Source: an optimization exercise on an open RTL-to-GDS flow (aim: small area and a short achievable clock period). Production flows keep margins and buffers that such runs may drop.
In this exercise RTL edits were held to simulation tests only and were not proved equivalent to the original.
No activity file was given, so power comes from the tool's default toggle rates. The clock port is modelled as an ideal driver; clocking choices that lean on that would not hold on a real chip.

**design/flow/run.sh**
```bash
#!/bin/bash
# synth_recipe.tcl (not shown) runs the flow's synth.tcl, then flattens the netlist and writes it again
# the make line also repeats each setting of config.mk as NAME=value (left out here)
make -C /OpenROAD-flow-scripts/flow DESIGN_CONFIG=/design/flow/config.mk WORK_HOME=/design/flow/orfs CLKGATE_MAP_FILE= SYNTH_SCRIPT=/design/flow/synth_recipe.tcl finish
```
**design/flow/constraint.sdc**
```tcl
create_clock -name core_clock -period 6.0 [get_ports {FASTCLK}]
set_input_delay 1.2000 -clock core_clock [delete_from_list [all_inputs] [get_ports {FASTCLK}]]
set_output_delay 1.2000 -clock core_clock [all_outputs]
set_load 0.01 [all_outputs]
```
**design/flow/config.mk**
```make
export PLATFORM = sky130hd
export DESIGN_NAME = adc_circ_buffer
export DESIGN_NICKNAME = adc_circ_buffer
export VERILOG_FILES = /design/flow/design.v
export SDC_FILE = /design/flow/constraint.sdc
export NUM_CORES = 4
export LEC_CHECK = 0
export CAP_MARGIN = 20
export CORE_MARGIN = 2
export CORE_UTILIZATION = 80
export CTS_CLUSTER_DIAMETER = 100
export CTS_CLUSTER_SIZE = 30
export SETUP_SLACK_MARGIN = 3.8
export SLEW_MARGIN = 20
```
**design/flow/design.v**
```verilog
package adc_pkg;
  localparam int ADC_DATA_W = 12;
  localparam int ADC_ADDR_W = 8;
  typedef enum logic [2:0] {
    IDLE,
    FILL,
    ARMED,
    POST,
    READOUT
  } state_t;
  function automatic logic [ADC_ADDR_W-1:0] ptr_add(input logic [ADC_ADDR_W-1:0] ptr,
                                                    input logic [ADC_ADDR_W-1:0] n);
    ptr_add = ptr + n;
  endfunction
endpackage
module circ_ram
#(
  parameter int DATA_W = adc_pkg::ADC_DATA_W,
  parameter int DEPTH  = 255
) (
  input  logic              clk_i,
  input  logic              shift_i,
  input  logic              hold_i,
  input  logic [DATA_W-1:0] wdata_i,
  output logic [DATA_W-1:0] tail_o,
  output logic [DATA_W-1:0] tail1_o
);
  logic [DATA_W-1:0] sr_q [DEPTH];
  always_ff @(posedge clk_i) begin
    sr_q[0] <= ~(({DATA_W{shift_i}} | sr_q[0]) & ({DATA_W{hold_i}} | wdata_i));
    for (int i = 1; i < DEPTH; i++) begin
      sr_q[i] <= ~(({DATA_W{shift_i}} | sr_q[i]) & ({DATA_W{hold_i}} | sr_q[i-1]));
    end
  end
  assign tail_o  = sr_q[DEPTH-1];
  assign tail1_o = sr_q[DEPTH-2];
endmodule
module adc_circ_buffer
#(
  parameter int DATA_W    = adc_pkg::ADC_DATA_W,
  parameter int ADDR_W    = adc_pkg::ADC_ADDR_W,
  parameter int POST_TRIG = 192
) (
  input  logic              FASTCLK,
  input  logic              RESET_n,
  input  logic [DATA_W-1:0] IN_DATA,
  input  logic              IN_WE,
  input  logic              ARM,
  input  logic              TRIG,
  input  logic              RD_READY,
  output logic [DATA_W-1:0] RD_DATA,
  output logic              RD_VALID,
  output logic              RD_LAST,
  output logic [ADDR_W-1:0] TRIG_ADDR,
  output logic              BUSY,
  output logic              TRIG_LOST
);
  localparam int DEPTH = 1 << ADDR_W;
  localparam int PRE   = DEPTH - POST_TRIG;
  localparam logic [ADDR_W-1:0] PRE_END  = ADDR_W'(PRE - 1);
  localparam logic [ADDR_W-1:0] POST_END = ADDR_W'(POST_TRIG - 1);
  localparam logic [ADDR_W-1:0] RD_END   = ADDR_W'(DEPTH - 2);
  logic s_fill_q, s_armed_q, s_post_q, s_read_q, busy_q;
  logic s_fill_d, s_armed_d, s_post_d, s_read_d, busy_d;
  logic [ADDR_W-1:0] wr_ptr_q, wr_ptr_d;
  logic [ADDR_W-1:0] trig_addr_q, trig_addr_d;
  logic [ADDR_W-1:0] cnt_q, cnt_d;
  logic              trig_lost_q, trig_lost_d;
  logic              rd_valid_q, rd_valid_d;
  logic              rd_last_q, rd_last_d;
  logic              rv_q, rv_d;
  logic              last_q, last_d;
  logic              idle;
  logic [DATA_W-1:0] rd_data_q, rd_data_d;
  logic [DATA_W-1:0] wd_q;
  logic              shift_q, hold_q;
  logic              pend_q;
  logic              pol_q;
  logic [DATA_W-1:0] sr_next;
  logic              wr_en;
  logic              xfer;
  logic [DATA_W-1:0] sr_tail, sr_tail1;
  assign wr_en = IN_WE && (s_fill_q || s_armed_q || s_post_q);
  assign xfer  = rv_q && RD_READY;
  assign idle  = !(s_fill_q || s_armed_q || s_post_q || s_read_q);
  circ_ram #(
    .DATA_W(DATA_W),
    .DEPTH (DEPTH - 1)
  ) u_ram (
    .clk_i  (FASTCLK),
    .shift_i(shift_q),
    .hold_i (hold_q),
    .wdata_i(wd_q),
    .tail_o (sr_tail),
    .tail1_o(sr_tail1)
  );
  always_ff @(posedge FASTCLK) begin
    pol_q   <= RESET_n && !pol_q;
    wd_q    <= IN_DATA ^ {DATA_W{!pol_q}};
    shift_q <= wr_en || xfer;
    hold_q  <= !(wr_en || xfer);
    pend_q  <= xfer;
  end
  always_comb begin
    s_fill_d    = s_fill_q;
    s_armed_d   = s_armed_q;
    s_post_d    = s_post_q;
    s_read_d    = s_read_q;
    wr_ptr_d    = wr_en ? wr_ptr_q + 1'b1 : wr_ptr_q;
    trig_addr_d = trig_addr_q;
    cnt_d       = cnt_q;
    trig_lost_d = trig_lost_q;
    if (idle) begin
      if (ARM) begin
        s_fill_d    = 1'b1;
        cnt_d       = '0;
        trig_lost_d = 1'b0;
      end
    end
    if (s_fill_q) begin
      if (TRIG) trig_lost_d = 1'b1;
      if (IN_WE) begin
        cnt_d = cnt_q + 1'b1;
        if (cnt_q == PRE_END) begin
          s_fill_d  = 1'b0;
          s_armed_d = 1'b1;
        end
      end
    end
    if (s_armed_q) begin
      if (TRIG) begin
        s_armed_d   = 1'b0;
        s_post_d    = 1'b1;
        trig_addr_d = wr_ptr_q;
        cnt_d       = {{(ADDR_W-1){1'b0}}, IN_WE};
      end
    end
    if (s_post_q) begin
      if (IN_WE) begin
        cnt_d = cnt_q + 1'b1;
        if (cnt_q == POST_END) begin
          s_post_d = 1'b0;
          s_read_d = 1'b1;
          cnt_d    = '0;
        end
      end
    end
    if (s_read_q) begin
      if (xfer) begin
        cnt_d = cnt_q + 1'b1;
        if (last_q) s_read_d = 1'b0;
      end
    end
  end
  assign busy_d     = s_fill_d || s_armed_d || s_post_d || s_read_d;
  assign sr_next    = (pend_q ? sr_tail1 : sr_tail) ^ {DATA_W{pol_q}};
  assign rd_valid_d = s_read_q && !(xfer && last_q);
  assign rd_last_d  = s_read_q && (xfer ? (cnt_q == RD_END) : rd_last_q);
  assign rv_d       = s_read_q && s_read_d;
  assign last_d     = s_read_q && ((RD_READY && rv_q) ? (cnt_q == RD_END) : last_q);
  assign rd_data_d  = (s_read_q && (!rv_q || RD_READY)) ?
                      (last_q ? '0 : sr_next) : rd_data_q;
  always_ff @(posedge FASTCLK) begin
    if (!RESET_n) begin
      s_fill_q    <= 1'b0;
      s_armed_q   <= 1'b0;
      s_post_q    <= 1'b0;
      s_read_q    <= 1'b0;
      busy_q      <= 1'b0;
      wr_ptr_q    <= '0;
      trig_addr_q <= '0;
      cnt_q       <= '0;
      trig_lost_q <= 1'b0;
      rd_valid_q  <= 1'b0;
      rd_last_q   <= 1'b0;
      rv_q        <= 1'b0;
      last_q      <= 1'b0;
      rd_data_q   <= '0;
    end else begin
      s_fill_q    <= s_fill_d;
      s_armed_q   <= s_armed_d;
      s_post_q    <= s_post_d;
      s_read_q    <= s_read_d;
      busy_q      <= busy_d;
      wr_ptr_q    <= wr_ptr_d;
      trig_addr_q <= trig_addr_d;
      cnt_q       <= cnt_d;
      trig_lost_q <= trig_lost_d;
      rd_valid_q  <= rd_valid_d;
      rd_last_q   <= rd_last_d;
      rv_q        <= rv_d;
      last_q      <= last_d;
      rd_data_q   <= rd_data_d;
    end
  end
  assign RD_VALID  = rd_valid_q;
  assign RD_DATA   = rd_data_q;
  assign RD_LAST   = rd_last_q;
  assign TRIG_ADDR = trig_addr_q;
  assign BUSY      = busy_q;
  assign TRIG_LOST = trig_lost_q;
endmodule
```
==> summary.txt, run 1 <==
- Final hold violation count: 0
- Diodes inserted: 0
- Count of boundary I/O pins: 42
- Run status: finished clean
- Number of hold-repair buffers added at the cts stage: 0
- Gpl congestion: approximately 0.77
- Peak supply drop: roughly 0.00041 V
- DR DRC count: 0
- Number of placement rows: 120
- IO Port Bufs: 41
- Number of enable-type register cells in the synthesized netlist: 0
- Die Span Y: between 300 and 400 microns
- End of the worst register-to-register path: u_ram.sr_q[17][4]
- Critical path's top delay family: flip-flops
- Most frequent standard cell in the layout excluding fill and tap cells: dfxtp_1
- Via count of the first global-routing pass: between 40,000 and 50,000
- Total instance count after detailed placement: approximately 7,900
- Static leakage: 33.6 nW
- Clock latency on the worst-skew pair: approximately 0.74 ns
- Global-route wire length before repair: 228,000 microns
- Total via count in the routed design: around 52,000
- Sum of negative setup slack: 0 ns
- Worst r2r path cells: 3
- Buffering stage count on the worst path with inverters included: 1
- Cell at the root of the clock tree: clkbuf_16
- Number of warning messages in the yosys log: 3
- Remaining antenna violation count: 0
- DRT Wirelength: ~140,000 microns
- Setup-failing EPs final: 0
- Fin worst setup slack: around 3.5 ns
- Setup slack, reg-to-reg: approximately 3.8 ns
- Crit-path max FO: 2
- Synthesis-to-layout area growth: 4.47%
- Number of gates on the worst path with buffers counted: 1
- Post-detail-place hpwl: between 70,000 and 80,000 microns
- Core box area: ~110,000 sq um
- Pre-CTS worst setup slack: 2.35 ns
- Total routing resource utilization after global routing: 0.235
- Post-route fraction of the period consumed by the critical path: 0.411
- Deepest level of the CTS H-tree: 3
- Worst path arrival time: ~1.3 ns
- CTS Buf Count: 114
- Fmax: ~410 MHz
- Fraction of synthesis flops using an asynchronous set or reset pin: 0
- Max-cap violations: 0
- Nets@finish: roughly 6,700
- Worst Skew: ~0.045 ns
- Slew of the pin with the lowest slew margin: around 1.1 ns
- Critical path destination: RD_DATA[7]
- Startpoint Class: flop
- Worst R2R Start: hold_q
- Cell with the biggest individual delay on the critical path: dfxtp_4
- Via count normalized by instance count: 6.46
- Die footprint: 110,000 sq um
- Min Tclk post-route: 2.47 ns
- Post-route cell area: just under 90,000 sq um
- Data required time of the worst path: ~4.8 ns
- Pins over their slew limit: 0
- Max_slew headroom: 0.244
- Average wire per standard cell: roughly 17 microns
- Type of the most critical hold path: reg -> reg
- Startpoint-to-endpoint class of the critical path: reg -> out
- Element type at the critical path end: output port
- Layout cell share with drive strength beyond 1: 0.0395
- Post-Syn Area per Cell: 12.1 sq um
- Netlist Area Pre-Place: between 80,000 and 90,000 sq um
- Number of iterations in the first detailed-routing pass: 6
- CTS tree: built
- Proportion of synthesized chip area in sequential cells: 0.729
- Critical-path cell list: buf_6
- RSZ-0062 raised after global routing: true
- Worst-path clk slew: around 0.10 ns
- Number of standard cells after synthesis: 7,098
- Most used cells in the layout excluding fill and tap cells: 3,095 x dfxtp_1, 3,060 x o22ai_1, 121 x clkbuf_16
- Antenna violations before repair: 0
- Effective utilization at floorplan: 0.804
- Mapped Nets: around 7,000
- Pin count of the biggest net entering global routing: between 200 and 300
- Post-synthesis register bit count: around 3,100
- Cell Pwr Density: between 500 and 600 nW/um^2
- Primary FF master, synth: dfxtp_1
- Max clock buf depth: 3
- 1st-iter DRT viols: between 3,000 and 4,000
- Maximum cell stage delay along the critical path: 0.42 ns
- Area after detailed placement: between 80,000 and 90,000 sq um
- Sum of overflow across all layers after global routing: 0
- Width of the die: 331 microns
- Worst setup path start: rd_data_q[7]
- Finished Layout Cells: 8,044
- Count of cell types in the netlist: 48
- # clock sinks: between 3,000 and 4,000
[sequential cells by signal (all words and copies together), names as in the netlist, 8 cells and up]
name	count
rd_data_q	12
u_ram.sr_q	3060
wd_q	12
cnt_q	8
trig_addr_q	8
wr_ptr_q	8
[cell families after synthesis]
| family | Yosys count | share of synthesized area |
|---|---|---|
| compound gates | 3127 | 0.229 |
| fa+ha+maj | 3 | 0.000438 |
| simple gates | 95 | 0.00534 |
| xor+xnor | 30 | 0.00307 |
| flops | 3122 | 0.729 |
| buf+inv | 708 | 0.0314 |
| mux | 13 | 0.00152 |
[stage by stage]
stage	power, mW	util	hold WS [ns]
floorplan	35.8	-	0.399
CTS	46.8	0.837	0.424
global route	49.1	0.840	0.432
finish	46.7	0.840	0.425
global placement	36.9	0.807	0.404
detailed placement	37.8	0.807	0.409
[routing by layer]
metal  vias to the layer above  GRT usage  part of all wire
met5                         -          0                 0
met4                         0     0.0480             0.016
met3                       154     0.0287             0.022
met1                     24900      0.343              0.49
met2                       459      0.381              0.48
li1                      26400          -                 -
[timing repair]
item / in CTS / in global routing
cloned: 0 / 3
resized for setup: 181 / 11
buffers inserted: 5 / 11
endpoints found under the setup margin: 2288 / 958
[synth_stat cells, types with 5 or more instances]
cell      instances  share of area
a21oi_1          19         0.0011
a22oi_1          18         0.0016
buf_1            69         0.0030
buf_2            19         0.0011
clkbuf_1        609          0.027
dfxtp_1        3122           0.73
inv_1             9        0.00039
mux2i_1          13         0.0015
nand2_1          31         0.0014
nand3_1           5        0.00029
nand4_1           6        0.00044
nor2_1           26         0.0011
nor3_1            7        0.00041
o21ai_0           7        0.00041
o22ai_1        3060           0.22
xnor2_1          27         0.0028
[power breakdown]
part	internal, mW	switching (mW)	total (mW)	leakage, nW
registers	28.2	4.13	32.3	26.3
clock network	3.54	5.59	9.14	1.47
logic	2.98	2.27	5.26	5.82
total	34.7	12.0	46.7	33.6
[cell type report]
cell class | instances | area [sq um]
multi-input cells | 3268 | 20600
clock inverters | 2 | 46.3
fillers | 5771 | 17100
flip-flops and latches | 3122 | 62600
well taps | 1403 | 1760
inverters | 10 | 42.5
clock buffers | 119 | 2960
repair buffers | 120 | 1590
[how the worst min path moves through the flow]
stage	startpoint	end	cells past startpoint
after CTS	wd_q[0]	u_ram.sr_q[0][0]	1
after floorplan	wd_q[0]	u_ram.sr_q[0][0]	1
after global placement	wd_q[10]	u_ram.sr_q[0][10]	1
after detailed placement	wd_q[0]	u_ram.sr_q[0][0]	1
after global routing	u_ram.sr_q[188][2]	u_ram.sr_q[189][2]	1
final	wd_q[0]	u_ram.sr_q[0][0]	1
==> run 2: changes to the inputs <==
--- a/design/flow/config.mk
+++ b/design/flow/config.mk
@@ -7,8 +7,8 @@
 export LEC_CHECK = 0
 export CAP_MARGIN = 20
 export CORE_MARGIN = 2
-export CORE_UTILIZATION = 80
+export CORE_UTILIZATION = 85
 export CTS_CLUSTER_DIAMETER = 100
 export CTS_CLUSTER_SIZE = 30
-export SETUP_SLACK_MARGIN = 3.8
+export SETUP_SLACK_MARGIN = 3.6
 export SLEW_MARGIN = 20
==> summary.txt, run 2 <==
- GRT busiest layer: met2 (unchanged)
- Primary FF master, synth: dfxtp_1 (unchanged)
- # clock sinks: 3,122 (unchanged)
- Post-detail-place hpwl: 76,600 microns (was 73,000 microns)
- Top flop regs: u_ram.sr_q x3060, rd_data_q x12, wd_q x12 (unchanged)
- Gpl congestion: 0.776 (was 0.774)
- Data required time of the worst path: 4.80 ns (about the same)
- Total routing resource utilization after global routing: 0.280 (was 0.235)
- Crit-path max FO: 2 (unchanged)
- Peak supply drop: 0.000452 V (was 0.000410 V)
- Pin count of the biggest net entering global routing: 293 (was 291)
- Max-cap violations: 0 (unchanged)
- Sum of negative setup slack: 0 ns (unchanged)
- Slew of the pin with the lowest slew margin: 1.08 ns (was 1.13 ns)
- IO Port Bufs: 41 (unchanged)
- Netlist Area Pre-Place: 85,700 sq um (unchanged)
- Layout cell share with drive strength beyond 1: 0.0384 (was 0.0395)
- Run status: finished clean (unchanged)
- Most frequent standard cell in the layout excluding fill and tap cells: dfxtp_1 (unchanged)
- Sum of overflow across all layers after global routing: 0 (unchanged)
- Number of standard cells after synthesis: 7,098 (unchanged)
- Min Tclk post-route: 2.44 ns (was 2.47 ns)
- Clock latency on the worst-skew pair: 0.74 ns (about the same)
- Startpoint-to-endpoint class of the critical path: reg -> out (unchanged)
- Mapped Nets: 7,119 (unchanged)
- Proportion of synthesized chip area in sequential cells: 0.729 (unchanged)
- Core box area: 100,000 sq um (was 107,000 sq um)
- Via count normalized by instance count: 6.77 (was 6.46)
- Diodes inserted: 0 (unchanged)
- Via count of the first global-routing pass: 50,600 (was 48,100)
- Worst-path clk slew: 0.11 ns (was 0.10 ns)
- Maximum cell stage delay along the critical path: 0.37 ns (was 0.42 ns)
- Most repeated cell in the gate-level netlist after synthesis: dfxtp_1 (unchanged)
- Post-Syn Area per Cell: 12.1 sq um (unchanged)
- Type of the most critical hold path: reg -> reg (unchanged)
- Fin worst setup slack: 3.56 ns (was 3.53 ns)
- Pins over their slew limit: 0 (unchanged)
- Die footprint: 103,000 sq um (was 110,000 sq um)
- Worst Skew: 0.0354 ns (was 0.0454 ns)
- Cell Pwr Density: 530 nW/um^2 (was 522 nW/um^2)
- Static leakage: 33.5 nW (was 33.6 nW)
- Max clock buf depth: 3 (unchanged)
- Post-synthesis register bit count: 3,122 (unchanged)
- Top cell type by total area after synthesis: dfxtp_1 (unchanged)
- Ranking of synthesized cells by instance count: 3,122 x dfxtp_1, 3,060 x o22ai_1, 609 x clkbuf_1, 69 x buf_1, 31 x nand2_1 (unchanged)
- Power after layout: 47.2 mW (was 46.7 mW)
- Total via count in the routed design: 53,700 (was 51,900)
- Worst hold slack: 0.424 ns (was 0.425 ns)
- Global-route track usage on met1: 0.390 (was 0.343)
- Met2 track demand over resource in global routing: 0.468 (was 0.381)
- RSZ-0062 raised after global routing: true (unchanged)
- Synthesis-to-layout area growth: 4.01% (was 4.47%)
- Post-route fraction of the period consumed by the critical path: 0.406 (was 0.411)
- Register ranked first by flip-flop count: u_ram.sr_q (unchanged)
- Max_slew headroom: 0.277 (was 0.244)
- Count of cell types in the netlist: 48 (unchanged)
- Number of iterations in the first detailed-routing pass: 7 (was 6)
- Antenna violations before repair: 0 (unchanged)
- Global-route wire length before repair: 249,000 microns (was 228,000 microns)
- Number of enable-type register cells in the synthesized netlist: 0 (unchanged)
- Count of boundary I/O pins: 42 (unchanged)
- 1st-iter DRT viols: 4,074 (was 3,371)
- Width of the die: 322 microns (was 331 microns)
- Pre-CTS worst setup slack: 2.28 ns (was 2.35 ns)
- DRT Wirelength: 152,000 microns (was 137,000 microns)
- Cell at the root of the clock tree: clkbuf_16 (unchanged)
- Effective utilization at floorplan: 0.857 (was 0.804)
- Critical-path cell list: buf_6 (unchanged)
- Largest cells by area after synthesis: dfxtp_1 73%, o22ai_1 22%, clkbuf_1 2.7% (unchanged)
- CTS Buf Count: 114 (unchanged)
- Final hold violation count: 0 (unchanged)
- Die Span Y: 322 microns (was 331 microns)
- DR DRC count: 0 (unchanged)
- Number of placement rows: 116 (was 120)
- Element type at the critical path end: output port (unchanged)
- Number of fillers in the final layout: 4,457 (was 5,771)
- Setup-failing EPs final: 0 (unchanged)
- Met3 track utilization from global routing: 0.0320 (was 0.0287)
- Fraction of synthesized cell area taken by the top area cell type: 0.729 (unchanged)
- CTS tree: built (unchanged)
- Fraction of synthesis flops using an asynchronous set or reset pin: 0 (unchanged)
- Number of warning messages in the yosys log: 3 (unchanged)
- Cell with the biggest individual delay on the critical path: dfxtp_2 (was dfxtp_4)
- Average wire per standard cell: 19.1 microns (was 17.0 microns)
- Fmax: 410 MHz (was 406 MHz)
- Startpoint Class: flop (unchanged)
- Buffering stage count on the worst path with inverters included: 1 (unchanged)
- Worst path arrival time: 1.24 ns (was 1.27 ns)
- Deepest level of the CTS H-tree: 3 (unchanged)
- Remaining antenna violation count: 0 (unchanged)
- Nets@finish: 6,656 (was 6,657)
- Most used cells in the layout excluding fill and tap cells: 3,097 x dfxtp_1, 3,060 x o22ai_1, 117 x clkbuf_16 (was 3,095 x dfxtp_1, 3,060 x o22ai_1, 121 x clkbuf_16)
- Critical path's top delay family: flip-flops (unchanged)
- Number of flip-flops under the largest register name: 3,060 (unchanged)
run 2: worst paths after layout:
check	depth (start not counted)	slack (ns)	start	endpoint
setup / recovery	1	3.56	trig_addr_q[3]	TRIG_ADDR[3]
hold reg to reg	1	0.42	wd_q[7]	u_ram.sr_q[0][7]
setup reg to reg	3	3.67	hold_q	u_ram.sr_q[19][4]
hold / removal	1	0.42	wd_q[7]	u_ram.sr_q[0][7]
run 2: through the flow:
step                instance area (sq um)  cells  utilization
floorplan                           85700   7098            -
global placement                    85900   7801        0.859
detailed placement                  85900   7801        0.859
CTS                                 89000   7931        0.890
global route                        89100   7938        0.891
finish                              89100   7938        0.891
run 2: routing by layer:
layer | wire (microns) | up-vias
met3 | 4190 | 282
met1 | 68500 | 26100
met4 | 3820 | 0
met2 | 75100 | 922
li1 | - | 26500
met5 | 0 | -
run 2: area by class of cell:
class	count	area [sq um]	share of cell area
tap	1298	1620	0.0182
timing repair buffer	119	1430	0.0161
clock inverter	3	47.5	0.000533
inverter	10	42.5	0.000477
multi-input combinational	3268	20500	0.230
clock buffer	118	2930	0.0329
sequential	3122	62500	0.702
run 2: timing repair:
action / CTS / global route
gates resized for setup: 159 / 2
hold buffers: 0 / 0
endpoints found under the hold margin: 0 / 0
setup endpoints to repair: 416 / 633
buffers inserted: 9 / 6
run 2: cell families (layout without fill, tap and decap cells):
group | Yosys count | after routing | share of synthesized area
flip-flops | 3122 | 3122 | 0.729
XOR/XNOR | 30 | 30 | 0.00307
adder cells (fa/ha/maj) | 3 | 3 | 0.000438
AND/OR/NAND/NOR | 95 | 95 | 0.00534
AO/OA/AOI/OAI | 3127 | 3127 | 0.229
multiplexers | 13 | 13 | 0.00152
buffers and inverters | 708 | 250 | 0.0314
run 2: power breakdown:
part | total (mW) | switching, mW | internal, mW
clock | 9.18 | 5.66 | 3.52
sequential | 32.6 | 4.44 | 28.2
combinational | 5.41 | 2.44 | 2.97
==> run 3: changes to the inputs <==
--- a/design/flow/config.mk
+++ b/design/flow/config.mk
@@ -10,5 +10,5 @@
 export CORE_UTILIZATION = 85
 export CTS_CLUSTER_DIAMETER = 100
 export CTS_CLUSTER_SIZE = 30
-export SETUP_SLACK_MARGIN = 3.6
+export SETUP_SLACK_MARGIN = 3.8
 export SLEW_MARGIN = 20
==> summary.txt, run 3 <==
- Width of the die: 322 microns (unchanged)
- Gpl congestion: 0.769 (was 0.776)
- Global-route track usage on met1: 0.379 (was 0.390)
- Number of placement rows: 116 (unchanged)
- Static leakage: 33.6 nW (was 33.5 nW)
- Proportion of synthesized chip area in sequential cells: 0.729 (unchanged)
- Startpoint Class: flop (unchanged)
- Pin count of the biggest net entering global routing: 276 (was 293)
- Cell with the biggest individual delay on the critical path: dfxtp_4 (was dfxtp_2)
- Mapped Nets: 7,119 (unchanged)
- Gate power share: 0.115 (about the same)
- Maximum cell stage delay along the critical path: 0.40 ns (was 0.37 ns)
- Run status: finished clean (unchanged)
- Count of boundary I/O pins: 42 (unchanged)
- Core box area: 100,000 sq um (unchanged)
- Met3 track utilization from global routing: 0.0305 (was 0.0320)
- Most repeated cell in the gate-level netlist after synthesis: dfxtp_1 (unchanged)
- Fraction of synthesized cell area taken by the top area cell type: 0.729 (unchanged)
- Worst Skew: 0.0339 ns (was 0.0354 ns)
- Number of flip-flops under the largest register name: 3,060 (unchanged)
- DR DRC count: 0 (unchanged)
- Clock latency on the worst-skew pair: 0.73 ns (was 0.74 ns)
- Element type at the critical path end: output port (unchanged)
- Sum of overflow across all layers after global routing: 0 (unchanged)
- Met2 track demand over resource in global routing: 0.466 (was 0.468)
- Global-route wire length before repair: 245,000 microns (was 249,000 microns)
- Main combinational cell family by area after synthesis: compound AO/OA/AOI/OAI gates (unchanged)
- Number of standard cells after synthesis: 7,098 (unchanged)
- Number of enable-type register cells in the synthesized netlist: 0 (unchanged)
- Part of the total power dissipated in sequential elements: 0.691 (about the same)
- Core occupancy in the finished layout: 0.893 (was 0.891)
- Diodes inserted: 0 (unchanged)
- Die Span Y: 322 microns (unchanged)
- Total instance count after detailed placement: 7,803 (was 7,801)
- Synthesis-to-layout area growth: 4.21% (was 4.01%)
- # clock sinks: 3,122 (unchanged)
- Type of the most critical hold path: reg -> reg (unchanged)
- Number of warning messages in the yosys log: 3 (unchanged)
- Number of hold-repair buffers added at the cts stage: 0 (unchanged)
- Finished Layout Cells: 7,943 (was 7,938)
- Max-cap violations: 0 (unchanged)
- Fraction of synthesis flops using an asynchronous set or reset pin: 0 (unchanged)
- IO Port Bufs: 41 (unchanged)
- CTS tree: built (unchanged)
- Remaining antenna violation count: 0 (unchanged)
- Top cell type by total area after synthesis: dfxtp_1 (unchanged)
- Compound-cell area share of the yosys netlist: 0.229 (unchanged)
- Peak supply drop: 0.000440 V (was 0.000452 V)
- Data required time of the worst path: 4.80 ns (about the same)
- Most used cells in the layout excluding fill and tap cells: 3,097 x dfxtp_1, 3,060 x o22ai_1, 119 x clkbuf_16 (was 3,097 x dfxtp_1, 3,060 x o22ai_1, 117 x clkbuf_16)
- Synth Area in Simple Gates: 0.00534 (unchanged)
- Post-Syn Area per Cell: 12.1 sq um (unchanged)
- Total routing resource utilization after global routing: 0.275 (was 0.280)
- Register ranked first by flip-flop count: u_ram.sr_q (unchanged)
- Post-synthesis share of cell area spent on full adders, half adders and majority gates: 0.000438 (unchanged)
- Worst hold slack: 0.423 ns (was 0.424 ns)
- Setup-failing EPs final: 0 (unchanged)
- Multiplexer share of the synthesized area: 0.00152 (unchanged)
- DRT Wirelength: 151,000 microns (was 152,000 microns)
- 1st-iter DRT viols: 4,007 (was 4,074)
- Net switching component of the power: 12.5 mW (was 12.6 mW)
- Deepest level of the CTS H-tree: 3 (unchanged)
- Effective utilization at floorplan: 0.857 (unchanged)
- Die footprint: 103,000 sq um (unchanged)
- Cell Pwr Density: 529 nW/um^2 (was 530 nW/um^2)
- Worst-path clk slew: 0.11 ns (about the same)
- Buffering stage count on the worst path with inverters included: 1 (unchanged)
- Count of cell types in the netlist: 48 (unchanged)
- Max_slew headroom: 0.250 (was 0.277)
- Final hold violation count: 0 (unchanged)
- Most frequent standard cell in the layout excluding fill and tap cells: dfxtp_1 (unchanged)
- Worst path arrival time: 1.24 ns (about the same)
- Post-synthesis register bit count: 3,122 (unchanged)
- Nets@finish: 6,660 (was 6,656)
- GRT busiest layer: met2 (unchanged)
- Netlist Area Pre-Place: 85,700 sq um (unchanged)
- Largest cells by area after synthesis: dfxtp_1 73%, o22ai_1 22%, clkbuf_1 2.7% (unchanged)
- Sum of negative setup slack: 0 ns (unchanged)
- Cell internal pwr: 34.7 mW (about the same)
- Number of iterations in the first detailed-routing pass: 6 (was 7)
- Total via count in the routed design: 53,600 (was 53,700)
- Critical path's top delay family: flip-flops (unchanged)
- RSZ-0062 raised after global routing: true (unchanged)
- Layout cell share with drive strength beyond 1: 0.0394 (was 0.0384)
- Min Tclk post-route: 2.44 ns (about the same)
- Xor and xnor fraction of the mapped netlist area: 0.00307 (unchanged)
- Pins over their slew limit: 0 (unchanged)
- Max clock buf depth: 3 (unchanged)
- Fmax: 410 MHz (about the same)
- Cell at the root of the clock tree: clkbuf_16 (unchanged)
- Post-detail-place hpwl: 77,200 microns (was 76,600 microns)
- CTS Buf Count: 114 (unchanged)
- Startpoint-to-endpoint class of the critical path: reg -> out (unchanged)
- Ranking of synthesized cells by instance count: 3,122 x dfxtp_1, 3,060 x o22ai_1, 609 x clkbuf_1, 69 x buf_1, 31 x nand2_1 (unchanged)
- Relative contribution of the clock network to total power: 0.195 (was 0.194)
- Average wire per standard cell: 19.0 microns (was 19.1 microns)
- Post-route fraction of the period consumed by the critical path: 0.407 (was 0.406)
- Primary FF master, synth: dfxtp_1 (unchanged)
- Top flop regs: u_ram.sr_q x3060, rd_data_q x12, wd_q x12 (unchanged)
- Post-route cell area: 89,300 sq um (was 89,100 sq um)
- Critical-path cell list: buf_6 (unchanged)
- Slew of the pin with the lowest slew margin: 1.13 ns (was 1.08 ns)
- Crit-path max FO: 2 (unchanged)
- Via count normalized by instance count: 6.75 (was 6.77)
- Area after detailed placement: 85,900 sq um (about the same)
- Antenna violations before repair: 0 (unchanged)
- Via count of the first global-routing pass: 50,600 (about the same)
- Sw Ratio: 0.265 (was 0.266)
==> run 3: cell count changes in the layout (fill, tap and decap cells not counted), sizes merged <==
cell and delta:
buf +1, clkbuf +3, bufbuf +1, bufinv +1
clkinv -1
==> run 3: power groups by stage <==
stage / Combinational (mW) / Clock, mW / Sequential, mW
after floorplan: 4.42 / 0 / 31.4
after global placement: 4.70 / 0 / 32.2
after detailed placement: 5.26 / 0 / 32.6
after CTS: 5.40 / 9.28 / 32.5
after global routing: 6.06 / 10.0 / 33.3
final: 5.41 / 9.18 / 32.6
==> run 3: stage by stage <==
step | setup WS, ns | power, mW
2_1_floorplan | 3.76 | 35.8
3_3_place_gp | 2.42 | 36.9
3_5_place_dp | 2.32 | 37.9
4_1_cts | 3.52 | 47.1
5_1_grt | 3.51 | 49.4
6_report | 3.56 | 47.2
==> run 3: layout make-up <==
| cell class | instances | area (sq um) |
|---|---|---|
| timing repair buffer | 123 | 1560 |
| clock inverter | 3 | 47.5 |
| sequential | 3122 | 62500 |
| inverter | 10 | 51.3 |
| fill | 4369 | 10700 |
| multi-input combinational | 3268 | 20500 |
| clock buffer | 119 | 2940 |
| tap | 1298 | 1620 |
==> run 3: routing by layer <==
| metal | vias up | share of wire |
|---|---|---|
| met5 | - | 0 |
| li1 | 26400 | - |
| met3 | 269 | 0.028 |
| met1 | 26000 | 0.45 |
| met4 | 0 | 0.025 |
| met2 | 937 | 0.50 |
==> run 3: path summary, 6_finish.rpt <==
kind	from	end	slack, ns	cells after the start
worst max-delay path	rd_data_q[2]	RD_DATA[2]	3.56	1
worst min-delay path	wd_q[9]	u_ram.sr_q[0][9]	0.42	1
worst max register to register	shift_q	u_ram.sr_q[110][4]	3.88	3
worst min register to register	wd_q[9]	u_ram.sr_q[0][9]	0.42	1
==> run 3: cell families after synthesis <==
kind of cell / count (synthesis)
xor gates and xnor gates: 30
DFF: 3122
muxes: 13
and+or+nand+nor: 95
AOI/OAI and AO/OA: 3127
buffers and inverters: 708
adders and majority gates: 3
==> run 3: timing repair <==
item                        CTS  global route
gates resized for setup     167            12
cloned                        1             2
setup buffers                 9             6
setup endpoints to repair  1599           992
==> run 4: changes to the inputs <==
--- a/design/flow/config.mk
+++ b/design/flow/config.mk
@@ -8,7 +8,8 @@
 export CAP_MARGIN = 20
 export CORE_MARGIN = 2
 export CORE_UTILIZATION = 85
-export CTS_CLUSTER_DIAMETER = 100
-export CTS_CLUSTER_SIZE = 30
-export SETUP_SLACK_MARGIN = 3.8
+export CTS_BUF_LIST = sky130_fd_sc_hd__clkbuf_8 sky130_fd_sc_hd__clkbuf_16
+export CTS_CLUSTER_DIAMETER = 60
+export CTS_CLUSTER_SIZE = 20
+export SETUP_SLACK_MARGIN = 3.6
 export SLEW_MARGIN = 20
==> summary.txt, run 4 <==
- Run status: finished clean (unchanged)
- Global-route wire length before repair: 273,000 microns (was 245,000 microns)
- Startpoint-to-endpoint class of the critical path: reg -> out (unchanged)
- Cell at the root of the clock tree: clkbuf_16 (unchanged)
- Most repeated cell in the gate-level netlist after synthesis: dfxtp_1 (unchanged)
- Static leakage: 34.4 nW (was 33.6 nW)
- Sw Ratio: 0.271 (was 0.265)
- Layout cell share with drive strength beyond 1: 0.0484 (was 0.0394)
- DRT Wirelength: 168,000 microns (was 151,000 microns)
- Register ranked first by flip-flop count: u_ram.sr_q (unchanged)
- Cell Pwr Density: 552 nW/um^2 (was 529 nW/um^2)
- Diodes inserted: 0 (unchanged)
- Relative contribution of the clock network to total power: 0.232 (was 0.195)
- Setup slack, reg-to-reg: 3.67 ns (was 3.88 ns)
- Critical path's top delay family: flip-flops (unchanged)
- Nets@finish: 6,718 (was 6,660)
- Most frequent standard cell in the layout excluding fill and tap cells: dfxtp_1 (unchanged)
- Startpoint Class: flop (unchanged)
- Number of standard cells after synthesis: 7,098 (unchanged)
- Max-cap violations: 0 (unchanged)
- Maximum cell stage delay along the critical path: 0.39 ns (was 0.40 ns)
- Core box area: 100,000 sq um (unchanged)
- Part of the total power dissipated in sequential elements: 0.657 (was 0.691)
- Via count of the first global-routing pass: 53,800 (was 50,600)
- Proportion of synthesized chip area in sequential cells: 0.729 (unchanged)
- Number of enable-type register cells in the synthesized netlist: 0 (unchanged)
- Cell internal pwr: 36.6 mW (was 34.7 mW)
- Number of hold-repair buffers added at the cts stage: 0 (unchanged)
- Width of the die: 322 microns (unchanged)
- Net switching component of the power: 13.6 mW (was 12.5 mW)
- IO Port Bufs: 41 (unchanged)
- Remaining antenna violation count: 0 (unchanged)
- Ranking of synthesized cells by instance count: 3,122 x dfxtp_1, 3,060 x o22ai_1, 609 x clkbuf_1, 69 x buf_1, 31 x nand2_1 (unchanged)
- CTS Buf Count: 174 (was 114)
- Deepest level of the CTS H-tree: 4 (was 3)
- RSZ-0062 raised after global routing: true (unchanged)
- Worst-path clk slew: 0.08 ns (was 0.11 ns)
- Post-synthesis register bit count: 3,122 (unchanged)
- Max_slew headroom: 0.238 (was 0.250)
- Fraction of synthesized cell area taken by the top area cell type: 0.729 (unchanged)
- Top flop regs: u_ram.sr_q x3060, rd_data_q x12, wd_q x12 (unchanged)
- Number of iterations in the first detailed-routing pass: 5 (was 6)
- Min Tclk post-route: 2.53 ns (was 2.44 ns)
- Die footprint: 103,000 sq um (unchanged)
- Max clock buf depth: 3 (unchanged)
- # clock sinks: 3,122 (unchanged)
- Total routing resource utilization after global routing: 0.312 (was 0.275)
- Synthesis-to-layout area growth: 5.94% (was 4.21%)
- Netlist Area Pre-Place: 85,700 sq um (unchanged)
- Clock latency on the worst-skew pair: 0.79 ns (was 0.73 ns)
- Number of placement rows: 116 (unchanged)
- Sum of overflow across all layers after global routing: 0 (unchanged)
- Gate power share: 0.111 (was 0.115)
- Number of warning messages in the yosys log: 3 (unchanged)
- Via count normalized by instance count: 6.96 (was 6.75)
- Post-detail-place hpwl: 76,600 microns (was 77,200 microns)
- Gpl congestion: 0.776 (was 0.769)
- Data required time of the worst path: 4.80 ns (about the same)
- Worst path arrival time: 1.33 ns (was 1.24 ns)
- Pin count of the biggest net entering global routing: 293 (was 276)
- Peak supply drop: 0.000401 V (was 0.000440 V)
- Type of the most critical hold path: reg -> reg (unchanged)
- Crit-path max FO: 2 (unchanged)
- Number of flip-flops under the largest register name: 3,060 (unchanged)
- Post-route fraction of the period consumed by the critical path: 0.422 (was 0.407)
- Most used cells in the layout excluding fill and tap cells: 3,098 x dfxtp_1, 3,060 x o22ai_1, 181 x clkbuf_16 (was 3,097 x dfxtp_1, 3,060 x o22ai_1, 119 x clkbuf_16)
- Total via count in the routed design: 55,800 (was 53,600)
- Count of boundary I/O pins: 42 (unchanged)
- Sum of negative setup slack: 0 ns (unchanged)
- Fraction of synthesis flops using an asynchronous set or reset pin: 0 (unchanged)
- Cell with the biggest individual delay on the critical path: dfxtp_1 (was dfxtp_4)
- Fmax: 395 MHz (was 410 MHz)
- Element type at the critical path end: output port (unchanged)
- Critical-path cell list: buf_4 (was buf_6)
- Mapped Nets: 7,119 (unchanged)
- Effective utilization at floorplan: 0.857 (unchanged)
- Top cell type by total area after synthesis: dfxtp_1 (unchanged)
- Largest cells by area after synthesis: dfxtp_1 73%, o22ai_1 22%, clkbuf_1 2.7% (unchanged)
- Primary FF master, synth: dfxtp_1 (unchanged)
- 1st-iter DRT viols: 4,974 (was 4,007)
- Buffering stage count on the worst path with inverters included: 1 (unchanged)
- Post-Syn Area per Cell: 12.1 sq um (unchanged)
- Worst Skew: 0.0173 ns (was 0.0339 ns)
- Antenna violations before repair: 0 (unchanged)
- Final hold violation count: 0 (unchanged)
- Die Span Y: 322 microns (unchanged)
- CTS tree: built (unchanged)
- Average wire per standard cell: 21.0 microns (was 19.0 microns)
- Pins over their slew limit: 0 (unchanged)
- Count of cell types in the netlist: 48 (unchanged)
- Setup-failing EPs final: 0 (unchanged)
- DR DRC count: 0 (unchanged)
- Slew of the pin with the lowest slew margin: 1.14 ns (was 1.13 ns)
- Worst hold slack: 0.420 ns (was 0.423 ns)
==> run 4: cell counts after synthesis <==
No cell type changed its count.
==> run 4: final timing paths <==
check	endpoint	depth (start not counted)	start
max	RD_DATA[8]	1	rd_data_q[8]
min	u_ram.sr_q[0][3]	1	wd_q[3]
max reg2reg	u_ram.sr_q[27][1]	3	shift_q
min reg2reg	u_ram.sr_q[0][3]	1	wd_q[3]
==> run 4: repair_timing <==
| action | in CTS | in global routing |
|---|---|---|
| setup endpoints to repair | 447 | 33 |
| endpoints found under the hold margin | 0 | 0 |
| gates resized for setup | 153 | 8 |
| buffers inserted | 12 | 5 |
==> run 4: per-layer routing <==
layer  share of wire  wire length (microns)  GRT usage  up-vias
met4           0.027                   4470      0.105        0
met1            0.43                  72800      0.417    27500
met5               0                      0          0        -
met2            0.51                  85100      0.530     1336
li1                -                      -          -    26600
met3           0.035                   5970     0.0420      370
==> run 4: cell type report <==
cell class,instances,area [sq um]
Clock inverter,9,81.3
Clock buffer,181,4530
Inverter,10,40.0
Tap cell,1298,1620
Sequential cell,3122,62500
Multi-Input combinational cell,3268,20500
Timing Repair Buffer,121,1460
Fill cell,3926,9210
==> run 4: logic make-up after synthesis <==
kind of cell               synth area share
AOI/OAI and AO/OA                     0.229
DFF                                   0.729
buffers and inverters                0.0314
and+or+nand+nor                     0.00534
xor gates and xnor gates            0.00307
muxes                               0.00152
adders and majority gates          0.000438
==> run 4: stage by stage <==
stage	power [mW]	cell area (sq um)	setup slack, ns	util	std cells
2_1_floorplan	35.8	85700	3.63	-	7098
3_3_place_gp	36.9	85900	2.38	0.859	7801
3_5_place_dp	37.9	85900	2.28	0.859	7801
4_1_cts	50.0	90700	3.22	0.907	8003
5_1_grt	52.2	90800	3.43	0.908	8009
6_report	50.1	90800	3.47	0.908	8009
==> run 4: power groups by stage <==
stage	Sequential, mW	Clock, mW	Combinational (mW)
floorplan	31.4	0	4.42
finish	32.9	11.6	5.59
global route	33.6	12.4	6.19
detailed placement	32.6	0	5.24
global placement	32.2	0	4.70
CTS	32.7	11.7	5.56
==> run 5: changes to the inputs <==
==> design/flow/config.mk (replaced) <==
export PLATFORM = sky130hd
export DESIGN_NAME = adc_circ_buffer
export DESIGN_NICKNAME = adc_circ_buffer
export VERILOG_FILES = /design/flow/design.v
export SDC_FILE = /design/flow/constraint.sdc
export NUM_CORES = 4
export LEC_CHECK = 0
export CAP_MARGIN = 10
export CORE_MARGIN = 2
export CORE_UTILIZATION = 87
export CTS_CLUSTER_DIAMETER = 60
export CTS_CLUSTER_SIZE = 30
export SETUP_SLACK_MARGIN = 3.6
export SLEW_MARGIN = 10
==> summary.txt, run 5 <==
- Number of warning messages in the yosys log: 3 (unchanged)
- Sum of negative setup slack: 0 ns (unchanged)
- Worst path arrival time: 1.29 ns (was 1.33 ns)
- Fmax: 402 MHz (was 395 MHz)
- Number of iterations in the first detailed-routing pass: 7 (was 5)
- Largest cells by area after synthesis: dfxtp_1 73%, o22ai_1 22%, clkbuf_1 2.7% (unchanged)
- Clock latency on the worst-skew pair: 0.80 ns (was 0.79 ns)
- Most used cells in the layout excluding fill and tap cells: 3,097 x dfxtp_1, 3,060 x o22ai_1, 145 x clkbuf_16 (was 3,098 x dfxtp_1, 3,060 x o22ai_1, 181 x clkbuf_16)
- Peak supply drop: 0.000475 V (was 0.000401 V)
- Diodes inserted: 0 (unchanged)
- Fraction of synthesized cell area taken by the top area cell type: 0.729 (unchanged)
- Count of cell types in the netlist: 48 (unchanged)
- Most frequent standard cell in the layout excluding fill and tap cells: dfxtp_1 (unchanged)
- GRT busiest layer: met2 (unchanged)
- Register ranked first by flip-flop count: u_ram.sr_q (unchanged)
- Number of standard cells after synthesis: 7,098 (unchanged)
- Fin worst setup slack: 3.51 ns (was 3.47 ns)
- Cell at the root of the clock tree: clkbuf_16 (unchanged)
- Final hold violation count: 0 (unchanged)
- Critical path's top delay family: flip-flops (unchanged)
- Critical-path cell list: buf_6 (was buf_4)
- Mapped Nets: 7,119 (unchanged)
- Netlist Area Pre-Place: 85,700 sq um (unchanged)
- Finished Layout Cells: 8,045 (was 8,009)
- Maximum cell stage delay along the critical path: 0.38 ns (was 0.39 ns)
- Global-route track usage on met1: 0.461 (was 0.417)
- Worst R2R Start: shift_q (unchanged)
- Top cell type by total area after synthesis: dfxtp_1 (unchanged)
- Total via count in the routed design: 58,500 (was 55,800)
- Post-Syn Area per Cell: 12.1 sq um (unchanged)
- Primary FF master, synth: dfxtp_1 (unchanged)
- Remaining antenna violation count: 0 (unchanged)
- Effective utilization at floorplan: 0.875 (was 0.857)
- Worst Min Path Start: u_ram.sr_q[90][6] (was wd_q[3])
- Core box area: 98,000 sq um (was 100,000 sq um)
- Post-detail-place hpwl: 79,600 microns (was 76,600 microns)
- Max clock buf depth: 3 (unchanged)
- Ranking of synthesized cells by instance count: 3,122 x dfxtp_1, 3,060 x o22ai_1, 609 x clkbuf_1, 69 x buf_1, 31 x nand2_1 (unchanged)
- Static leakage: 34.3 nW (was 34.4 nW)
- Combined flip-flop and latch cell area: 62,500 sq um (about the same)
- Max_slew headroom: 0.235 (was 0.238)
- Data required time of the worst path: 4.80 ns (about the same)
- Type of the most critical hold path: reg -> reg (unchanged)
- Deepest level of the CTS H-tree: 4 (unchanged)
- Run status: finished clean (unchanged)
- Width of the die: 318 microns (was 322 microns)
- Layout cell share with drive strength beyond 1: 0.0534 (was 0.0484)
- Max-cap violations: 0 (unchanged)
- Count of boundary I/O pins: 42 (unchanged)
- CTS tree: built (unchanged)
- Number of flip-flops under the largest register name: 3,060 (unchanged)
- Worst Skew: 0.0324 ns (was 0.0173 ns)
- Average wire per standard cell: 23.7 microns (was 21.0 microns)
- Die footprint: 101,000 sq um (was 103,000 sq um)
- Sum of overflow across all layers after global routing: 0 (unchanged)
- Global-route wire length before repair: 297,000 microns (was 273,000 microns)
- Worst-path clk slew: 0.11 ns (was 0.08 ns)
- Synthesis-to-layout area growth: 5.96% (was 5.94%)
- IO Port Bufs: 41 (unchanged)
- Slew of the pin with the lowest slew margin: 1.15 ns (was 1.14 ns)
- Crit-path max FO: 2 (unchanged)
- Nets@finish: 6,679 (was 6,718)
- Pre-CTS worst setup slack: 2.28 ns (about the same)
- CTS Buf Count: 142 (was 174)
- Fraction of synthesis flops using an asynchronous set or reset pin: 0 (unchanged)
- Pins over their slew limit: 0 (unchanged)
- Via count normalized by instance count: 7.27 (was 6.96)
- Post-synthesis register bit count: 3,122 (unchanged)
- Min Tclk post-route: 2.49 ns (was 2.53 ns)
- Total area of multi-input combinational cells: 20,500 sq um (unchanged)
- Met3 track utilization from global routing: 0.0405 (was 0.0420)
- RSZ-0062 raised after global routing: true (unchanged)
- Number of placement rows: 115 (was 116)
- Setup-failing EPs final: 0 (unchanged)
- Element type at the critical path end: output port (unchanged)
- Buffering stage count on the worst path with inverters included: 1 (unchanged)
- Pin count of the biggest net entering global routing: 299 (was 293)
- Number of enable-type register cells in the synthesized netlist: 0 (unchanged)
- Die Span Y: 318 microns (was 322 microns)
- Worst setup path start: rd_data_q[10] (was rd_data_q[8])
- Power after layout: 50.9 mW (was 50.1 mW)
- DR DRC count: 0 (unchanged)
- Total routing resource utilization after global routing: 0.352 (was 0.312)
- Total instance count after detailed placement: 7,786 (was 7,801)
- Number of hold-repair buffers added at the cts stage: 0 (unchanged)
- Startpoint Class: flop (unchanged)
- Startpoint-to-endpoint class of the critical path: reg -> out (unchanged)
- Antenna violations before repair: 0 (unchanged)
- Post-route fraction of the period consumed by the critical path: 0.415 (was 0.422)
- Most repeated cell in the gate-level netlist after synthesis: dfxtp_1 (unchanged)
- Post-route cell area: 90,800 sq um (about the same)
- Top flop regs: u_ram.sr_q x3060, rd_data_q x12, wd_q x12 (unchanged)
- Cell Pwr Density: 560 nW/um^2 (was 552 nW/um^2)
- Cell with the biggest individual delay on the critical path: dfxtp_2 (was dfxtp_1)
- Number of fillers in the final layout: 3,212 (was 3,926)
- # clock sinks: 3,122 (unchanged)
- Proportion of synthesized chip area in sequential cells: 0.729 (unchanged)
- Via count of the first global-routing pass: 56,000 (was 53,800)
- DRT Wirelength: 190,000 microns (was 168,000 microns)
- 1st-iter DRT viols: 6,603 (was 4,974)
- Met2 track demand over resource in global routing: 0.606 (was 0.530)
- Area after detailed placement: 85,900 sq um (about the same)
- Gpl congestion: 0.761 (was 0.776)
## run 5: report_power, final
| part | internal, mW | total (mW) | switching [mW] |
|---|---|---|---|
| Sequential | 28.2 | 33.4 | 5.16 |
| Clock | 5.09 | 11.6 | 6.54 |
| Combinational | 2.97 | 5.86 | 2.89 |
| Total | 36.3 | 50.9 | 14.6 |
## run 5: cells by family (layout without fill, tap and decap cells)
| logic type | after synthesis | in the layout | share of synthesized area |
|---|---|---|---|
| flops | 3122 | 3122 | 0.729 |
| compound gates | 3127 | 3127 | 0.229 |
| simple gates | 95 | 95 | 0.00534 |
| mux | 13 | 13 | 0.00152 |
| fa+ha+maj | 3 | 3 | 0.000438 |
| buf+inv | 708 | 368 | 0.0314 |
| xor+xnor | 30 | 30 | 0.00307 |
## run 5: metrics by stage
stage,hold WS (ns),util
floorplan,0.399,-
global placement,0.403,0.877
detailed placement,0.414,0.877
CTS,0.433,0.925
global route,0.442,0.927
finish,0.435,0.927
## run 5: per-layer routing
| layer | share of wire | routed length, microns | vias up |
|---|---|---|---|
| li1 | - | - | 26500 |
| met5 | 0 | 0 | - |
| met2 | 0.51 | 97200 | 2690 |
| met4 | 0.039 | 7430 | 0 |
| met1 | 0.40 | 75900 | 28600 |
| met3 | 0.051 | 9770 | 674 |
## run 5: area by class of cell
class | instances | area share
Clock buffer | 170 | 0.0423
Clock inverter | 74 | 0.00858
Inverter | 10 | 0.000468
Multi-Input combinational cell | 3268 | 0.226
Sequential cell | 3122 | 0.689
Tap cell | 1287 | 0.0177
Timing Repair Buffer | 114 | 0.0162
## run 5: what timing repair did
action,in CTS,in global routing
setup endpoints to repair,1411,803
cloned,0,0
resized for setup,153,6
buffers inserted,8,7
pin swaps,0,0
## run 5: path summary, 6_finish.rpt
kind                                           end  slack [ns]  cells after the start
worst max register to register  u_ram.sr_q[103][0]        3.68                      3
worst min-delay path             u_ram.sr_q[91][6]        0.43                      1
worst min register to register   u_ram.sr_q[91][6]        0.43                      1
worst max-delay path                   RD_DATA[10]        3.51                      1
==> run 6: changes to the inputs <==
--- a/design/flow/config.mk
+++ b/design/flow/config.mk
@@ -7,8 +7,8 @@
 export LEC_CHECK = 0
 export CAP_MARGIN = 10
 export CORE_MARGIN = 2
-export CORE_UTILIZATION = 87
-export CTS_CLUSTER_DIAMETER = 60
+export CORE_UTILIZATION = 85
+export CTS_CLUSTER_DIAMETER = 200
 export CTS_CLUSTER_SIZE = 30
 export SETUP_SLACK_MARGIN = 3.6
 export SLEW_MARGIN = 10
==> summary.txt, run 6 <==
- Post-synthesis register bit count: 3,122 (unchanged)
- Mapped Nets: 7,119 (unchanged)
- Cell Pwr Density: 530 nW/um^2 (was 560 nW/um^2)
- Proportion of synthesized chip area in sequential cells: 0.729 (unchanged)
- Critical path's top delay family: flip-flops (unchanged)
- Worst Skew: 0.0365 ns (was 0.0324 ns)
- Average wire per standard cell: 19.0 microns (was 23.7 microns)
- Count of boundary I/O pins: 42 (unchanged)
- Fraction of synthesis flops using an asynchronous set or reset pin: 0 (unchanged)
- Post-detail-place hpwl: 76,600 microns (was 79,600 microns)
- Startpoint Class: flop (unchanged)
- Number of standard cells after synthesis: 7,098 (unchanged)
- Post-route fraction of the period consumed by the critical path: 0.406 (was 0.415)
- Width of the die: 322 microns (was 318 microns)
- Most used cells in the layout excluding fill and tap cells: 3,097 x dfxtp_1, 3,060 x o22ai_1, 117 x clkbuf_16 (was 3,097 x dfxtp_1, 3,060 x o22ai_1, 145 x clkbuf_16)
- DR DRC count: 0 (unchanged)
- 1st-iter DRT viols: 4,185 (was 6,603)
- Pre-CTS worst setup slack: 2.28 ns (about the same)
- Ranking of synthesized cells by instance count: 3,122 x dfxtp_1, 3,060 x o22ai_1, 609 x clkbuf_1, 69 x buf_1, 31 x nand2_1 (unchanged)
- Run status: finished clean (unchanged)
- Worst path arrival time: 1.24 ns (was 1.29 ns)
- Sum of negative setup slack: 0 ns (unchanged)
- Core box area: 100,000 sq um (was 98,000 sq um)
- Primary FF master, synth: dfxtp_1 (unchanged)
- Nets@finish: 6,655 (was 6,679)
- Fmax: 410 MHz (was 402 MHz)
- Largest cells by area after synthesis: dfxtp_1 73%, o22ai_1 22%, clkbuf_1 2.7% (unchanged)
- Number of flip-flops under the largest register name: 3,060 (unchanged)
- Diodes inserted: 0 (unchanged)
- Fraction of synthesized cell area taken by the top area cell type: 0.729 (unchanged)
- Total via count in the routed design: 53,700 (was 58,500)
- Post-Syn Area per Cell: 12.1 sq um (unchanged)
- Worst-path clk slew: 0.10 ns (was 0.11 ns)
- Effective utilization at floorplan: 0.857 (was 0.875)
- Synthesis-to-layout area growth: 3.98% (was 5.96%)
- Number of placement rows: 116 (was 115)
- Die Span Y: 322 microns (was 318 microns)
- Register ranked first by flip-flop count: u_ram.sr_q (unchanged)
- RSZ-0062 raised after global routing: true (unchanged)
- Top cell type by total area after synthesis: dfxtp_1 (unchanged)
- Via count normalized by instance count: 6.77 (was 7.27)
- Netlist Area Pre-Place: 85,700 sq um (unchanged)
- Min Tclk post-route: 2.44 ns (was 2.49 ns)
- CTS Buf Count: 114 (was 142)
- Sum of overflow across all layers after global routing: 0 (unchanged)
- Number of enable-type register cells in the synthesized netlist: 0 (unchanged)
- Total routing resource utilization after global routing: 0.280 (was 0.352)
- DRT Wirelength: 151,000 microns (was 190,000 microns)
- Static leakage: 33.5 nW (was 34.3 nW)
- Buffering stage count on the worst path with inverters included: 1 (unchanged)
- Via count of the first global-routing pass: 50,600 (was 56,000)
- Most repeated cell in the gate-level netlist after synthesis: dfxtp_1 (unchanged)
- Number of iterations in the first detailed-routing pass: 6 (was 7)
- Setup slack, reg-to-reg: 3.67 ns (was 3.68 ns)
- Setup-failing EPs final: 0 (unchanged)
- Top flop regs: u_ram.sr_q x3060, rd_data_q x12, wd_q x12 (unchanged)
- Deepest level of the CTS H-tree: 3 (was 4)
- Layout cell share with drive strength beyond 1: 0.0383 (was 0.0534)
- CTS tree: built (unchanged)
- Data required time of the worst path: 4.80 ns (about the same)
- Most frequent standard cell in the layout excluding fill and tap cells: dfxtp_1 (unchanged)
- Antenna violations before repair: 0 (unchanged)
- Peak supply drop: 0.000453 V (was 0.000475 V)
- Number of warning messages in the yosys log: 3 (unchanged)
- Remaining antenna violation count: 0 (unchanged)
- Max_slew headroom: 0.234 (was 0.235)
- Startpoint-to-endpoint class of the critical path: reg -> out (unchanged)
- Pins over their slew limit: 0 (unchanged)
- Critical-path cell list: buf_6 (unchanged)
- Gpl congestion: 0.776 (was 0.761)
- Fin worst setup slack: 3.56 ns (was 3.51 ns)
- Die footprint: 103,000 sq um (was 101,000 sq um)
- Max-cap violations: 0 (unchanged)
- Count of cell types in the netlist: 48 (unchanged)
- Slew of the pin with the lowest slew margin: 1.15 ns (about the same)
- Cell at the root of the clock tree: clkbuf_16 (unchanged)
- Crit-path max FO: 2 (unchanged)
- IO Port Bufs: 41 (unchanged)
- Element type at the critical path end: output port (unchanged)
- # clock sinks: 3,122 (unchanged)
- Cell with the biggest individual delay on the critical path: dfxtp_2 (unchanged)
- Clock latency on the worst-skew pair: 0.74 ns (was 0.80 ns)
- Pin count of the biggest net entering global routing: 293 (was 299)
- Final hold violation count: 0 (unchanged)
- Max clock buf depth: 3 (unchanged)
- Type of the most critical hold path: reg -> reg (unchanged)
- Global-route wire length before repair: 249,000 microns (was 297,000 microns)
- Maximum cell stage delay along the critical path: 0.37 ns (was 0.38 ns)
==> run 6: cell count changes in the layout (fill, tap and decap cells not counted), moves of 3 or more <==
cell,previous run,this run
clkinv_8,3,0
clkbuf_16,145,117
clkinv_2,21,0
clkinvlp_4,15,0
clkbuf_8,12,0
clkbuf_1,13,1
inv_6,12,2
dfxtp_2,19,22
buf_12,31,27
buf_4,36,47
clkinv_4,7,1
inv_8,7,0
dfxtp_4,6,3
bufinv_16,8,0
==> run 6: logic make-up after synthesis <==
kind of cell / share of synthesized area
fa+ha+maj: 0.000438
mux: 0.00152
compound gates: 0.229
flops: 0.729
buf+inv: 0.0314
xor+xnor: 0.00307
simple gates: 0.00534
==> run 6: final cells by class <==
type	count	area, sq um
multi-input combinational	3268	20500
tap	1298	1620
inverter	10	42.5
clock buffer	118	2930
timing repair buffer	118	1400
fill	4463	10900
sequential	3122	62500
clock inverter	3	47.5
==> run 6: stage by stage <==
stage,std cells,power [mW],area [sq um],hold slack [ns],utilization
finish,7937,47.2,89100,0.424,0.891
floorplan,7098,35.8,85700,0.399,-
global placement,7801,36.9,85900,0.403,0.859
detailed placement,7801,37.9,85900,0.411,0.859
CTS,7931,47.2,89000,0.426,0.890
global route,7937,49.4,89100,0.432,0.891
==> run 6: path summary, 6_finish.rpt <==
path	startpoint	cells past startpoint	to
setup / recovery	trig_addr_q[2]	1	TRIG_ADDR[2]
hold / removal	wd_q[7]	1	u_ram.sr_q[0][7]
setup reg to reg	hold_q	3	u_ram.sr_q[40][2]
hold reg to reg	wd_q[7]	1	u_ram.sr_q[0][7]
==> run 6: worst reg2reg max path, delay by kind of cell, from the launching register on <==
kind,cells,cell delay [ns]
flops,1,0.80
compound gates,1,0.34
buf+inv,2,1.03
==> run 6: what timing repair did <==
| item | 4_1_cts | 5_1_grt |
|---|---|---|
| hold buffers | 0 | 0 |
| resized for setup | 159 | 2 |
| buffers inserted | 9 | 6 |
| setup endpoints to repair | 416 | 525 |
==> run 6: where the power goes <==
| part | switching (mW) | internal (mW) | total, mW |
|---|---|---|---|
| sequential | 4.43 | 28.2 | 32.6 |
| combinational | 2.44 | 2.97 | 5.40 |
| clock | 5.66 | 3.52 | 9.18 |
| total | 12.5 | 34.7 | 47.2 |
==> run 6: per-layer routing <==
| metal | global-route usage | wire [microns] | vias to the layer above |
|---|---|---|---|
| met3 | 0.0320 | 3940 | 274 |
| met1 | 0.390 | 68500 | 26100 |
| met4 | 0.0794 | 3790 | 0 |
| met2 | 0.468 | 74700 | 841 |
| li1 | - | - | 26500 |
| met5 | 0 | 0 | - |
==> run 7: changes to the inputs <==
--- a/design/flow/config.mk
+++ b/design/flow/config.mk
@@ -8,7 +8,7 @@
 export CAP_MARGIN = 10
 export CORE_MARGIN = 2
 export CORE_UTILIZATION = 85
-export CTS_CLUSTER_DIAMETER = 200
+export CTS_CLUSTER_DIAMETER = 100
 export CTS_CLUSTER_SIZE = 30
 export SETUP_SLACK_MARGIN = 3.6
 export SLEW_MARGIN = 10
==> summary.txt, run 7 <==
- Peak supply drop: 0.000453 V (unchanged)
- Primary FF master, synth: dfxtp_1 (unchanged)
- Static leakage: 33.5 nW (unchanged)
- Antenna violations before repair: 0 (unchanged)
- Number of enable-type register cells in the synthesized netlist: 0 (unchanged)
- Top flop regs: u_ram.sr_q x3060, rd_data_q x12, wd_q x12 (unchanged)
- Number of gates on the worst path with buffers counted: 1 (unchanged)
- DR DRC count: 0 (unchanged)
- Worst-path clk slew: 0.10 ns (about the same)
- Width of the die: 322 microns (unchanged)
- Sum of overflow across all layers after global routing: 0 (unchanged)
- Via count of the first global-routing pass: 50,600 (unchanged)
- Critical path's top delay family: flip-flops (unchanged)
- Global-route wire length before repair: 249,000 microns (unchanged)
- Cell with the biggest individual delay on the critical path: dfxtp_2 (unchanged)
- Netlist Area Pre-Place: 85,700 sq um (unchanged)
- Startpoint-to-endpoint class of the critical path: reg -> out (unchanged)
- Ranking of synthesized cells by instance count: 3,122 x dfxtp_1, 3,060 x o22ai_1, 609 x clkbuf_1, 69 x buf_1, 31 x nand2_1 (unchanged)
- Post-Syn Area per Cell: 12.1 sq um (unchanged)
- Critical-path cell list: buf_6 (unchanged)
- Buffering stage count on the worst path with inverters included: 1 (unchanged)
- Post-detail-place hpwl: 76,600 microns (unchanged)
- Cell at the root of the clock tree: clkbuf_16 (unchanged)
- Post-synthesis register bit count: 3,122 (unchanged)
- CTS tree: built (unchanged)
- Max_slew headroom: 0.234 (unchanged)
- Proportion of synthesized chip area in sequential cells: 0.729 (unchanged)
- Element type at the critical path end: output port (unchanged)
- Number of standard cells after synthesis: 7,098 (unchanged)
- Via count normalized by instance count: 6.77 (unchanged)
- Die footprint: 103,000 sq um (unchanged)
- Count of boundary I/O pins: 42 (unchanged)
- Type of the most critical hold path: reg -> reg (unchanged)
- Startpoint Class: flop (unchanged)
- Setup slack, reg-to-reg: 3.67 ns (about the same)
- Nets@finish: 6,655 (unchanged)
- Average wire per standard cell: 19.0 microns (unchanged)
- Min Tclk post-route: 2.44 ns (unchanged)
- Number of warning messages in the yosys log: 3 (unchanged)
- Largest cells by area after synthesis: dfxtp_1 73%, o22ai_1 22%, clkbuf_1 2.7% (unchanged)
- CTS Buf Count: 114 (unchanged)
- Most frequent standard cell in the layout excluding fill and tap cells: dfxtp_1 (unchanged)
- Fraction of synthesis flops using an asynchronous set or reset pin: 0 (unchanged)
- Die Span Y: 322 microns (unchanged)
- Number of cells traversed by the worst hold path: 1 (unchanged)
- Cell Pwr Density: 530 nW/um^2 (unchanged)
- Worst path arrival time: 1.24 ns (about the same)
- Setup-failing EPs final: 0 (unchanged)
- 1st-iter DRT viols: 4,185 (unchanged)
- Worst r2r path cells: 3 (unchanged)
- Layout cell share with drive strength beyond 1: 0.0383 (unchanged)
- Remaining antenna violation count: 0 (unchanged)
- Total routing resource utilization after global routing: 0.280 (unchanged)
- Pin count of the biggest net entering global routing: 293 (unchanged)
- Area after detailed placement: 85,900 sq um (unchanged)
- Final hold violation count: 0 (unchanged)
- Core box area: 100,000 sq um (unchanged)
- Effective utilization at floorplan: 0.857 (unchanged)
- Number of placement rows: 116 (unchanged)
- Max clock buf depth: 3 (unchanged)
- RSZ-0062 raised after global routing: true (unchanged)
- Diodes inserted: 0 (unchanged)
- DRT Wirelength: 151,000 microns (unchanged)
- Most repeated cell in the gate-level netlist after synthesis: dfxtp_1 (unchanged)
- Top cell type by total area after synthesis: dfxtp_1 (unchanged)
- Deepest level of the CTS H-tree: 3 (unchanged)
- IO Port Bufs: 41 (unchanged)
- Number of flip-flops under the largest register name: 3,060 (unchanged)
- Number of iterations in the first detailed-routing pass: 6 (unchanged)
- # clock sinks: 3,122 (unchanged)
- Fmax: 410 MHz (unchanged)
- Count of cell types in the netlist: 48 (unchanged)
- Clock latency on the worst-skew pair: 0.74 ns (about the same)
- Maximum cell stage delay along the critical path: 0.37 ns (about the same)
- Synthesis-to-layout area growth: 3.98% (unchanged)
- Max-cap violations: 0 (unchanged)
- Slew of the pin with the lowest slew margin: 1.15 ns (unchanged)
- Worst Skew: 0.0365 ns (unchanged)
- Gpl congestion: 0.776 (unchanged)
- Fraction of synthesized cell area taken by the top area cell type: 0.729 (unchanged)
- Register ranked first by flip-flop count: u_ram.sr_q (unchanged)
- Post-route cell area: 89,100 sq um (unchanged)
- Crit-path max FO: 2 (unchanged)
- Mapped Nets: 7,119 (unchanged)
- Data required time of the worst path: 4.80 ns (about the same)
- Most used cells in the layout excluding fill and tap cells: 3,097 x dfxtp_1, 3,060 x o22ai_1, 117 x clkbuf_16 (unchanged)
- Pins over their slew limit: 0 (unchanged)
- Sum of negative setup slack: 0 ns (unchanged)
- Total via count in the routed design: 53,700 (unchanged)
- Post-route fraction of the period consumed by the critical path: 0.406 (unchanged)
- Run status: finished clean (unchanged)
[run 7: cell counts after synthesis]
Identical to the previous run, type by type.
[run 7: per-stage QoR]
step | power [mW] | setup WS [ns] | hold slack [ns] | utilization | cells
after floorplan | 35.8 | 3.63 | 0.399 | - | 7098
after global placement | 36.9 | 2.38 | 0.403 | 0.859 | 7801
after detailed placement | 37.9 | 2.28 | 0.411 | 0.859 | 7801
after CTS | 47.2 | 3.50 | 0.426 | 0.890 | 7931
after global routing | 49.4 | 3.52 | 0.432 | 0.891 | 7937
final | 47.2 | 3.56 | 0.424 | 0.891 | 7937
[run 7: cell type report]
cell class | instances | area, sq um
clock buffer | 118 | 2930
clock inverter | 3 | 47.5
fill | 4463 | 10900
inverter | 10 | 42.5
multi-input combinational | 3268 | 20500
sequential | 3122 | 62500
tap | 1298 | 1620
timing repair buffer | 118 | 1400
[run 7: repair_timing]
item	in CTS	in global routing
pin swaps	0	0
hold buffers	0	0
gates resized for setup	159	2
buffers inserted	9	6
endpoints found under the setup margin	416	525
[run 7: cell families (layout without fill, tap and decap cells)]
logic type	after synthesis	count (layout)	synth area share
AO/OA/AOI/OAI	3127	3127	0.229
flip-flops	3122	3122	0.729
buffers and inverters	708	249	0.0314
AND/OR/NAND/NOR	95	95	0.00534
XOR/XNOR	30	30	0.00307
multiplexers	13	13	0.00152
adder cells (fa/ha/maj)	3	3	0.000438
[run 7: worst paths after layout]
path | startpoint | to
hold / removal | wd_q[7] | u_ram.sr_q[0][7]
setup / recovery | trig_addr_q[2] | TRIG_ADDR[2]
hold reg to reg | wd_q[7] | u_ram.sr_q[0][7]
setup reg to reg | hold_q | u_ram.sr_q[40][2]
[run 7: where the power goes]
group,internal [mW],switching [mW],total [mW]
registers,28.2,4.43,32.6
clock network,3.52,5.66,9.18
logic,2.97,2.44,5.40
[run 7: layer usage]
layer,share of wire,global-route usage,vias to the layer above
li1,-,-,26500
met1,0.45,0.390,26100
met2,0.49,0.468,841
met3,0.026,0.0320,274
met4,0.025,0.0794,0
met5,0,0,-

[afterwards: timing with drivers on the ports]
How much do the figures lean on ideal ports? The routed layouts below were timed once more, with nothing changed but the port constraints.
Step 1 assumes that a clkbuf_16 drives the clock port and a buf_2 every other input.
Step 2 adds t to the input delays and takes it off the output delays; t is the mean of the earliest and latest rising clock arrival at the registers after step 1. Input paths then give back, and output paths get back, about the clock's delay inside the block.
Slacks: no drivers / after step 1 / after step 2; pairs: no drivers / after step 1.
run | t (ns) | setup slack, ns | worst data-port slew with drivers (ns)
run 1 | 0.786 | 3.535 / 3.464 / 3.134 | 0.05
run 2 | 0.796 | 3.562 / 3.486 / 2.991 | 0.06
run 3 | 0.792 | 3.559 / 3.487 / 3.062 | 0.05
run 4 | 0.858 | 3.465 / 3.392 / 2.918 | 0.07
run 5 | 0.863 | 3.510 / 3.431 / 2.736 | 0.07
run 6 | 0.795 | 3.562 / 3.486 / 2.989 | 0.06
run 7 | 0.795 | 3.562 / 3.486 / 2.989 | 0.06
After both steps setup and hold are still met in every run listed. The setup slack of run 5, which loses most, moves by -0.079 ns with the drivers and by -0.774 ns with both steps.
